This design comes from an exercise in tuning for a short achievable clock period and few clock cycles per item on the open sky130 flow, not from production work.
Only simulation tests tie the RTL to the original design; equivalence was not proved.
Power is estimated from default activity; no workload was simulated.

`flow/config.mk`:
```
export PLATFORM = sky130hd
export DESIGN_NAME = fpMulInputStage
export DESIGN_NICKNAME = fpMulInputStage
export VERILOG_FILES = /design/flow/design.v
export SDC_FILE = /design/flow/constraint.sdc
export NUM_CORES = 4
export LEC_CHECK = 0
export CAP_MARGIN = 20
export CORE_AREA = 10 10 410 410
export DIE_AREA = 0 0 420 420
export SLEW_MARGIN = 20
```
`flow/constraint.sdc`:
```
create_clock -name core_clock -period 3.2 [get_ports {clk}]
set_input_delay 0.6400 -clock core_clock [delete_from_list [all_inputs] [get_ports {clk}]]
set_output_delay 0.6400 -clock core_clock [all_outputs]
set_load 0.01 [all_outputs]
```
`flow/design.v`:
```
package fpMulPkg;
    localparam int OP_W       = 256;
    localparam int LANES      = 16;    
    localparam int FP32_LANES = 4;     
    localparam int EXP16_W = 5;
    localparam int MAN16_W = 10;
    localparam int HALF_W  = 1 + EXP16_W + MAN16_W;
    localparam int EXP32_W  = 8;
    localparam int MAN32_W  = 23;
    localparam int SINGLE_W = 1 + EXP32_W + MAN32_W;
    localparam int SLICE_W  = 13;      
    localparam int EXPSUM_W = 10;      
    localparam int SUB_PER_LANE = LANES / FP32_LANES;
    localparam int HALF_SLOTS   = OP_W / HALF_W;
    localparam int SINGLE_SLOTS = OP_W / SINGLE_W;
    localparam logic [EXPSUM_W-1:0] OFS_HH = 10'd26;   
    localparam logic [EXPSUM_W-1:0] OFS_HL = 10'd13;   
    localparam logic [EXPSUM_W-1:0] OFS_LL = 10'd0;    
    localparam logic [1:0] MODE_FP16 = 2'b00;
    localparam logic [1:0] MODE_FP32 = 2'b01;
    localparam logic [1:0] MODE_RSVD = 2'b10;    
    localparam logic [1:0] MODE_ZERO = 2'b11;
    typedef union packed {
        logic [HALF_SLOTS-1:0][HALF_W-1:0]     half;
        logic [SINGLE_SLOTS-1:0][SINGLE_W-1:0] single;
    } operandWord_t;
endpackage
`timescale 1ns/1ps
import fpMulPkg::*;
module signExpPath
(
    input  fpMulPkg::operandWord_t                   i_opA,
    input  fpMulPkg::operandWord_t                   i_opB,
    input  logic [1:0]                     i_mode,
    output logic [LANES-1:0]               o_sign,
    output logic [LANES-1:0][EXPSUM_W-1:0] o_exp,
    output logic [LANES-1:0]               o_zero
);
    logic [LANES-1:0]                     zeroA16;
    logic [LANES-1:0]                     zeroB16;
    logic [LANES-1:0]                     sign16;
    logic [LANES-1:0][EXPSUM_W-1:0]       exp16;
    logic [FP32_LANES-1:0]                zeroA32;
    logic [FP32_LANES-1:0]                zeroB32;
    logic [FP32_LANES-1:0]                sign32;
    logic [FP32_LANES-1:0][EXPSUM_W-1:0]  exp32;
    function automatic logic [EXPSUM_W-1:0] subOffset(input int k);
        case (k)
            0:       subOffset = OFS_HH;
            1, 2:    subOffset = OFS_HL;
            default: subOffset = OFS_LL;
        endcase
    endfunction
    for (genvar i = 0; i < LANES; i++) begin : gHalf
        assign zeroA16[i] = (i_opA.half[i][MAN16_W +: EXP16_W] == '0) &&
                            (i_opA.half[i][MAN16_W-1:0] == '0);
        assign zeroB16[i] = (i_opB.half[i][MAN16_W +: EXP16_W] == '0) &&
                            (i_opB.half[i][MAN16_W-1:0] == '0);
        assign sign16[i]  = i_opA.half[i][HALF_W-1] ^ i_opB.half[i][HALF_W-1];
        assign exp16[i]   = EXPSUM_W'(i_opA.half[i][MAN16_W +: EXP16_W]) +
                            EXPSUM_W'(i_opB.half[i][MAN16_W +: EXP16_W]);
    end
    for (genvar j = 0; j < FP32_LANES; j++) begin : gSingle
        assign zeroA32[j] = (i_opA.single[j][MAN32_W +: EXP32_W] == '0) &&
                            (i_opA.single[j][MAN32_W-1:0] == '0);
        assign zeroB32[j] = (i_opB.single[j][MAN32_W +: EXP32_W] == '0) &&
                            (i_opB.single[j][MAN32_W-1:0] == '0);
        assign sign32[j]  = i_opA.single[j][SINGLE_W-1] ^ i_opB.single[j][SINGLE_W-1];
        assign exp32[j]   = EXPSUM_W'(i_opA.single[j][MAN32_W +: EXP32_W]) +
                            EXPSUM_W'(i_opB.single[j][MAN32_W +: EXP32_W]);  
    end
    always_comb begin
        o_sign = '0;
        o_exp  = '0;
        o_zero = '0;
        case (i_mode)
            MODE_FP16: begin
                o_sign = sign16;
                o_exp  = exp16;
                o_zero = zeroA16 | zeroB16;
            end
            MODE_FP32: begin
                for (int s = 0; s < LANES; s++) begin
                    o_sign[s] = sign32[s / SUB_PER_LANE];
                    o_exp[s]  = exp32[s / SUB_PER_LANE] + subOffset(s % SUB_PER_LANE);
                    o_zero[s] = zeroA32[s / SUB_PER_LANE] | zeroB32[s / SUB_PER_LANE];
                end
            end
            default: begin
            end
        endcase
    end
endmodule
`timescale 1ns/1ps
import fpMulPkg::*;
module mantissaPath
(
    input  fpMulPkg::operandWord_t                  i_opA,
    input  fpMulPkg::operandWord_t                  i_opB,
    input  logic [1:0]                    i_mode,
    output logic [LANES-1:0][SLICE_W-1:0] o_manA,
    output logic [LANES-1:0][SLICE_W-1:0] o_manB
);
    logic [LANES-1:0]                    hidA16;
    logic [LANES-1:0]                    hidB16;
    logic [FP32_LANES-1:0]               hidA32;
    logic [FP32_LANES-1:0]               hidB32;
    logic [LANES-1:0][SLICE_W-1:0]       halfA;
    logic [LANES-1:0][SLICE_W-1:0]       halfB;
    logic [FP32_LANES-1:0][SLICE_W-1:0]  hiA;
    logic [FP32_LANES-1:0][SLICE_W-1:0]  loA;
    logic [FP32_LANES-1:0][SLICE_W-1:0]  hiB;
    logic [FP32_LANES-1:0][SLICE_W-1:0]  loB;
    for (genvar i = 0; i < LANES; i++) begin : gHalf
        assign hidA16[i] = |i_opA.half[i][MAN16_W +: EXP16_W];    
        assign hidB16[i] = |i_opB.half[i][MAN16_W +: EXP16_W];
        assign halfA[i]  = SLICE_W'({hidA16[i], i_opA.half[i][MAN16_W-1:0]});
        assign halfB[i]  = SLICE_W'({hidB16[i], i_opB.half[i][MAN16_W-1:0]});
    end
    for (genvar j = 0; j < FP32_LANES; j++) begin : gSingle
        assign hidA32[j] = |i_opA.single[j][MAN32_W +: EXP32_W];
        assign hidB32[j] = |i_opB.single[j][MAN32_W +: EXP32_W];
        assign hiA[j]    = SLICE_W'({hidA32[j], i_opA.single[j][MAN32_W-1:SLICE_W]});
        assign hiB[j]    = SLICE_W'({hidB32[j], i_opB.single[j][MAN32_W-1:SLICE_W]});
        assign loA[j]    = i_opA.single[j][SLICE_W-1:0];
        assign loB[j]    = i_opB.single[j][SLICE_W-1:0];
    end
    always_comb begin
        o_manA = '0;
        o_manB = '0;
        case (i_mode)
            MODE_FP16: begin
                o_manA = halfA;
                o_manB = halfB;
            end
            MODE_FP32: begin
                for (int s = 0; s < LANES; s++) begin
                    o_manA[s] = (s % SUB_PER_LANE < 2) ? hiA[s / SUB_PER_LANE]
                                                       : loA[s / SUB_PER_LANE];
                    o_manB[s] = (s % 2 == 0) ? hiB[s / SUB_PER_LANE]
                                             : loB[s / SUB_PER_LANE];
                end
            end
            default: begin
            end
        endcase
    end
endmodule
`timescale 1ns/1ps
import fpMulPkg::*;
module laneOutputStage
(
    input  logic                          clk,
    input  logic                          rstn,
    input  logic                          i_valid,
    output logic                          o_inReady,
    input  logic                          i_outReady,
    output logic                          o_valid,
    input  logic [1:0]                    i_mode,
    input  logic [LANES-1:0]              i_sign,
    input  logic [LANES-1:0][EXPSUM_W-1:0] i_exp,
    input  logic [LANES-1:0]              i_zero,
    input  logic [LANES-1:0][SLICE_W-1:0] i_manA,
    input  logic [LANES-1:0][SLICE_W-1:0] i_manB,
    output logic [LANES-1:0]              o_sign,
    output logic [LANES-1:0][EXPSUM_W-1:0] o_exp,
    output logic [LANES-1:0][SLICE_W-1:0] o_manA,
    output logic [LANES-1:0][SLICE_W-1:0] o_manB,
    output logic [1:0]                    o_mode
);
    logic                           clearAll;
    logic                           load;
    logic [LANES-1:0]               nextSign;
    logic [LANES-1:0][EXPSUM_W-1:0] nextExp;
    logic [LANES-1:0][SLICE_W-1:0]  nextManA;
    logic [LANES-1:0][SLICE_W-1:0]  nextManB;
    assign clearAll  = (i_mode == MODE_ZERO) || (i_mode == MODE_RSVD);
    assign o_inReady = !o_valid || i_outReady;      
    assign load      = i_valid && o_inReady;
    always_comb begin
        nextManA = clearAll ? '0 : i_manA;
        nextManB = clearAll ? '0 : i_manB;
        for (int l = 0; l < LANES; l++) begin
            nextSign[l] = (clearAll || i_zero[l]) ? 1'b0 : i_sign[l];
            nextExp[l]  = (clearAll || i_zero[l]) ? '0 : i_exp[l];
        end
    end
    always_ff @(posedge clk or negedge rstn) begin
        if (!rstn) begin
            o_valid <= 1'b0;
            o_mode  <= MODE_ZERO;
        end else if (o_inReady) begin
            o_valid <= i_valid;
            if (i_valid) begin
                o_mode <= i_mode;
            end
        end
    end
    always_ff @(posedge clk) begin
        if (load) begin
            o_sign <= nextSign;
            o_exp  <= nextExp;
            o_manA <= nextManA;
            o_manB <= nextManB;
        end
    end
endmodule
`timescale 1ns/1ps
import fpMulPkg::*;
module fpMulInputStage
(
    input  logic                           clk,
    input  logic                           rstn,
    input  logic                           i_valid,
    output logic                           o_inReady,
    input  logic [OP_W-1:0]                i_opA,
    input  logic [OP_W-1:0]                i_opB,
    input  logic [1:0]                     i_mode,
    output logic                           o_valid,
    input  logic                           i_outReady,
    output logic [LANES-1:0]               o_sign,
    output logic [LANES-1:0][EXPSUM_W-1:0] o_exp,
    output logic [LANES-1:0][SLICE_W-1:0]  o_manA,
    output logic [LANES-1:0][SLICE_W-1:0]  o_manB,
    output logic [1:0]                     o_mode
);
    logic [LANES-1:0]               laneSign;
    logic [LANES-1:0][EXPSUM_W-1:0] laneExp;
    logic [LANES-1:0]               laneZero;
    logic [LANES-1:0][SLICE_W-1:0]  laneManA;
    logic [LANES-1:0][SLICE_W-1:0]  laneManB;
    signExpPath uSignExp (
        .i_opA  (i_opA),
        .i_opB  (i_opB),
        .i_mode (i_mode),
        .o_sign (laneSign),
        .o_exp  (laneExp),
        .o_zero (laneZero)
    );
    mantissaPath uMantissa (
        .i_opA  (i_opA),
        .i_opB  (i_opB),
        .i_mode (i_mode),
        .o_manA (laneManA),
        .o_manB (laneManB)
    );
    laneOutputStage uOutStage (
        .clk        (clk),
        .rstn       (rstn),
        .i_valid    (i_valid),
        .o_inReady  (o_inReady),
        .i_outReady (i_outReady),
        .o_valid    (o_valid),
        .i_mode     (i_mode),
        .i_sign     (laneSign),
        .i_exp      (laneExp),
        .i_zero     (laneZero),
        .i_manA     (laneManA),
        .i_manB     (laneManB),
        .o_sign     (o_sign),
        .o_exp      (o_exp),
        .o_manA     (o_manA),
        .o_manB     (o_manB),
        .o_mode     (o_mode)
    );
endmodule
```
`flow/run.sh`:
```
#!/bin/bash
# synth_recipe.tcl (not shown) runs the flow's synth.tcl, then flattens the netlist and writes it again
# the make line also repeats each setting of config.mk as NAME=value (left out here)
make -C /OpenROAD-flow-scripts/flow DESIGN_CONFIG=/design/flow/config.mk WORK_HOME=/design/flow/orfs CLKGATE_MAP_FILE= SYNTH_SCRIPT=/design/flow/synth_recipe.tcl finish
```
==> results.sh <==
export IMPL_status="finished clean"
export IMPL_ys_flop_type="edfxtp_1"
export IMPL_hold_buffers=0
export IMPL_postSynthCellCount=2752
export IMPL_reg2reg_slack_ns=1.37
export IMPL_clk_path_buf_depth=3
export IMPL_antenna_found_initial=39
export IMPL_wl_met2_mm=113
export IMPL_worst_slew_pin_slew_ns=0.890
export IMPL_cts_max_level=3
export IMPL_die_y_um=420
export IMPL_place_area_um2=45700
export IMPL_start_kind="input pin"
export IMPL_drt_iter0_markers=2953
export IMPL_grt_pass1_wl_mm=284
export IMPL_worst_setup_path_end_kind="flop"
export IMPL_area_growth_pct=67.4
export IMPL_drt_met1_wl_mm=85.1
export IMPL_start_util_pct=18.2
export IMPL_cts_root_buf="clkbuf_16"
export IMPL_layout_commonest_cell="clkdlybuf4s50_1"
export IMPL_vias=29800
export IMPL_ant_nets=0
export IMPL_power_density_nw_per_um2=485
export IMPL_rows=146
export IMPL_clock_latency_ns=0.68
export IMPL_ys_seq_area_share_pct=56.5
export IMPL_power_frac_seq_pct=36.8
export IMPL_max_vdd_ir_drop_v=0.000365
export IMPL_numCtsBuffers=74
export IMPL_ys_types=77
export IMPL_p_leak_uw=0.0184
export IMPL_ioPinCount=1114
export IMPL_cts_tree="built"
export IMPL_grt_max_degree=108
export IMPL_clock_power_share_pct=37.5
export IMPL_synth_enable_flop_cells=540
export IMPL_via_per_inst=4.65
export IMPL_synth_seq_cells=543
export IMPL_cp_max_fo=4
export IMPL_maxCapViolCount=0
export IMPL_tns_ns=0
export IMPL_path_clk_slew_ns=0.06
export IMPL_dp_worst_setup_slack_ns=-1.15
export IMPL_drive_gt1_share_pct=15.2
export IMPL_cp_required_ns=3.62
export IMPL_hpwl_mm=189
export IMPL_grt_pass1_vias=29900
export IMPL_track_usage_pct=23.9
export IMPL_p_int_uw=16200
export IMPL_finish_utilization_pct=30.4
export IMPL_setup_violations=0
export IMPL_wire_per_inst_um=34.6
export IMPL_layout_cells_non_filler=6412
export IMPL_place_gp_congestion=1.01
export IMPL_fin_worst_skew_ns=0.0247
export IMPL_synth_warnings=3
export IMPL_syn_area_per_cell_um2=10.5
export IMPL_switching_power_uw=7190
export IMPL_top_layer="met5"
export IMPL_final_cell_mix="clkdlybuf4s50_1 (1075), nand2_1 (606), edfxtp_1 (540)"
export IMPL_syn_area_um2=28800
export IMPL_relSlewSlack_pct=40.1
export IMPL_drv_slew=0
export IMPL_power_frac_comb_pct=25.6
export IMPL_core_area_um2=159000
export IMPL_criticalPathCategory="input pin to flop"
export IMPL_period_share_pct=97.4
export IMPL_hold_violations=0
export IMPL_numPortBuffers=1077
export IMPL_hp_class="input pin to async pin"
export IMPL_post_route_cell_area_um2=48300
export IMPL_fp_dieW_um=420
export IMPL_grt_ovfl_total=0
export IMPL_layout_nets=4905
export IMPL_fin_ws_ns=0.0843
export IMPL_netSwitchingFraction_pct=30.7
export IMPL_rsz0062_at_grt="no"
export IMPL_max_freq_ghz=0.321
export IMPL_drc=0
export IMPL_wl_met3_mm=15.0
export IMPL_cp_data_arrival_time_ns=3.54
export IMPL_cts_sinks=543
export IMPL_period_minus_slack_ns=3.12
export IMPL_die_area_um2=176000
export IMPL_dr_pass1_iters=6
export IMPL_wl_mm=222
export IMPL_async_flop_share_pct=0.552
export IMPL_dp_cells=6258
metrics by stage:
step	hold slack [ns]	total power [uW]
after detailed placement	0.489	14700
after global placement	0.470	14700
final	0.142	23400
after global routing	0.119	24200
after CTS	0.0840	23600
after floorplan	0.344	11000
cell families after synthesis:
kind of cell	after synthesis	synth area share (%)
simple gates	1046	16.1
compound gates	679	13.6
flops	543	56.5
buf+inv	226	3.69
fa+ha+maj	124	5.90
xor+xnor	104	3.16
mux	29	1.01
other cells	1	0.0130
cell type report:
| type | count | area (um^2) |
|---|---|---|
| fillers | 16500 | 110000 |
| flip-flops and latches | 543 | 16300 |
| repair buffers | 1587 | 15000 |
| multi-input cells | 2018 | 11700 |
| well taps | 2072 | 2590 |
| clock buffers | 99 | 1950 |
| clock inverters | 35 | 542 |
| inverters | 39 | 158 |
| diodes | 19 | 47.5 |
Yosys cell counts, drive strengths merged (9+ instances only):
| cell | n | share of area [%] |
|---|---|---|
| xor2 | 45 | 1.4 |
| clkbuf | 117 | 1.5 |
| buf | 70 | 1.7 |
| nand4 | 17 | 0.37 |
| a21oi | 463 | 8.1 |
| nor3 | 47 | 0.82 |
| o21a | 33 | 0.86 |
| inv | 38 | 0.49 |
| nor2b | 21 | 0.46 |
| nor2 | 157 | 2.1 |
| nand2 | 607 | 7.9 |
| mux2i | 29 | 1.0 |
| a22oi | 10 | 0.26 |
| or4 | 42 | 1.1 |
| ha | 104 | 4.5 |
| nand2b | 11 | 0.24 |
| edfxtp | 540 | 56 |
| o21ai | 45 | 0.78 |
| a211oi | 18 | 0.49 |
| a21o | 37 | 0.96 |
| nor4 | 52 | 1.1 |
| nand3 | 24 | 0.42 |
| or3 | 9 | 0.21 |
| fa | 20 | 1.4 |
| xnor2 | 59 | 1.8 |
| and3 | 30 | 0.65 |
| o22ai | 12 | 0.26 |
flip-flops by register name, summed over array words and instances, names as in the netlist:
| signal | cells |
|---|---|
| uOutStage.o_manA | 184 |
| uOutStage.o_manB | 184 |
| uOutStage.o_exp | 156 |
| uOutStage.o_sign | 16 |
| uOutStage.o_mode | 2 |
| uOutStage.o_valid | 1 |
repair_timing:
item | 4_1_cts | 5_1_grt
resized for setup | 0 | 1
pin swaps | 1 | 0
buffers inserted | 1 | 0
gates cloned | 0 | 0
setup endpoints to repair | 50 | 1
critical path, stage by stage:
cell and delay [ns]:
clkdlybuf4s50_1 0.40, buf_4 0.18, or4_1 0.48, nor2_1 0.56, nand4_1 0.18, buf_4 0.24
buf_4 0.15, o221ai_1 0.23, buf_4 0.20, or2_2 0.16, mux2i_1 0.09
power groups by stage:
stage	logic, uW	clock network, uW	registers, uW
4_1_cts	6010	8970	8630
2_1_floorplan	1900	0	9070
3_5_place_dp	5980	0	8760
5_1_grt	6330	9220	8650
6_report	6000	8790	8630
3_3_place_gp	5980	0	8770
per-layer routing:
metal | vias up | track usage (%)
met5 | - | 0
met4 | 6 | 9.06
met3 | 273 | 5.14
met2 | 1440 | 42.1
met1 | 15100 | 28.2
li1 | 13000 | -
worst paths after layout:
kind                                startpoint               endpoint  cells past startpoint
max                                  i_opB[42]    uOutStage.o_exp[67]                     11
min                                       rstn      uOutStage.o_valid                      1
max reg2reg                  uOutStage.o_valid   uOutStage.o_manA[28]                      5
min reg2reg                uOutStage.o_mode[1]    uOutStage.o_mode[1]                      2
max in group asynchronous                 rstn    uOutStage.o_mode[0]                      1
min in group core_clock              i_mode[0]  uOutStage.o_manA[101]                      2
Testbench counts, summed over its fixed seeds: cycles 16,008, items 16,000.

-- port drivers added, routing unchanged --
In the flow no input, the clock included, has a driving cell. The finished layout below was timed again as built, in two steps. Step 1 assumes that a clkbuf_16 drives the clock port and a buf_2 every other input. Step 2 moves the port delays by t, midway between the first and last clock arrival at a register: inputs arrive t later, outputs are due t later. That takes back most of the time a late clock gives input paths. Slacks: ideal / step 1 / step 2; pairs: ideal / step 1.
t, ns: 0.767
setup slack, ns: 0.084 / 0.120 / -0.647
worst setup path after step 2: input to register
worst data-port slew with drivers (ns): 0.24
With both steps, setup timing fails in this run, where it was met with ideal ports. The setup slack of this run moves by +0.036 ns with the drivers and by -0.731 ns with both steps.
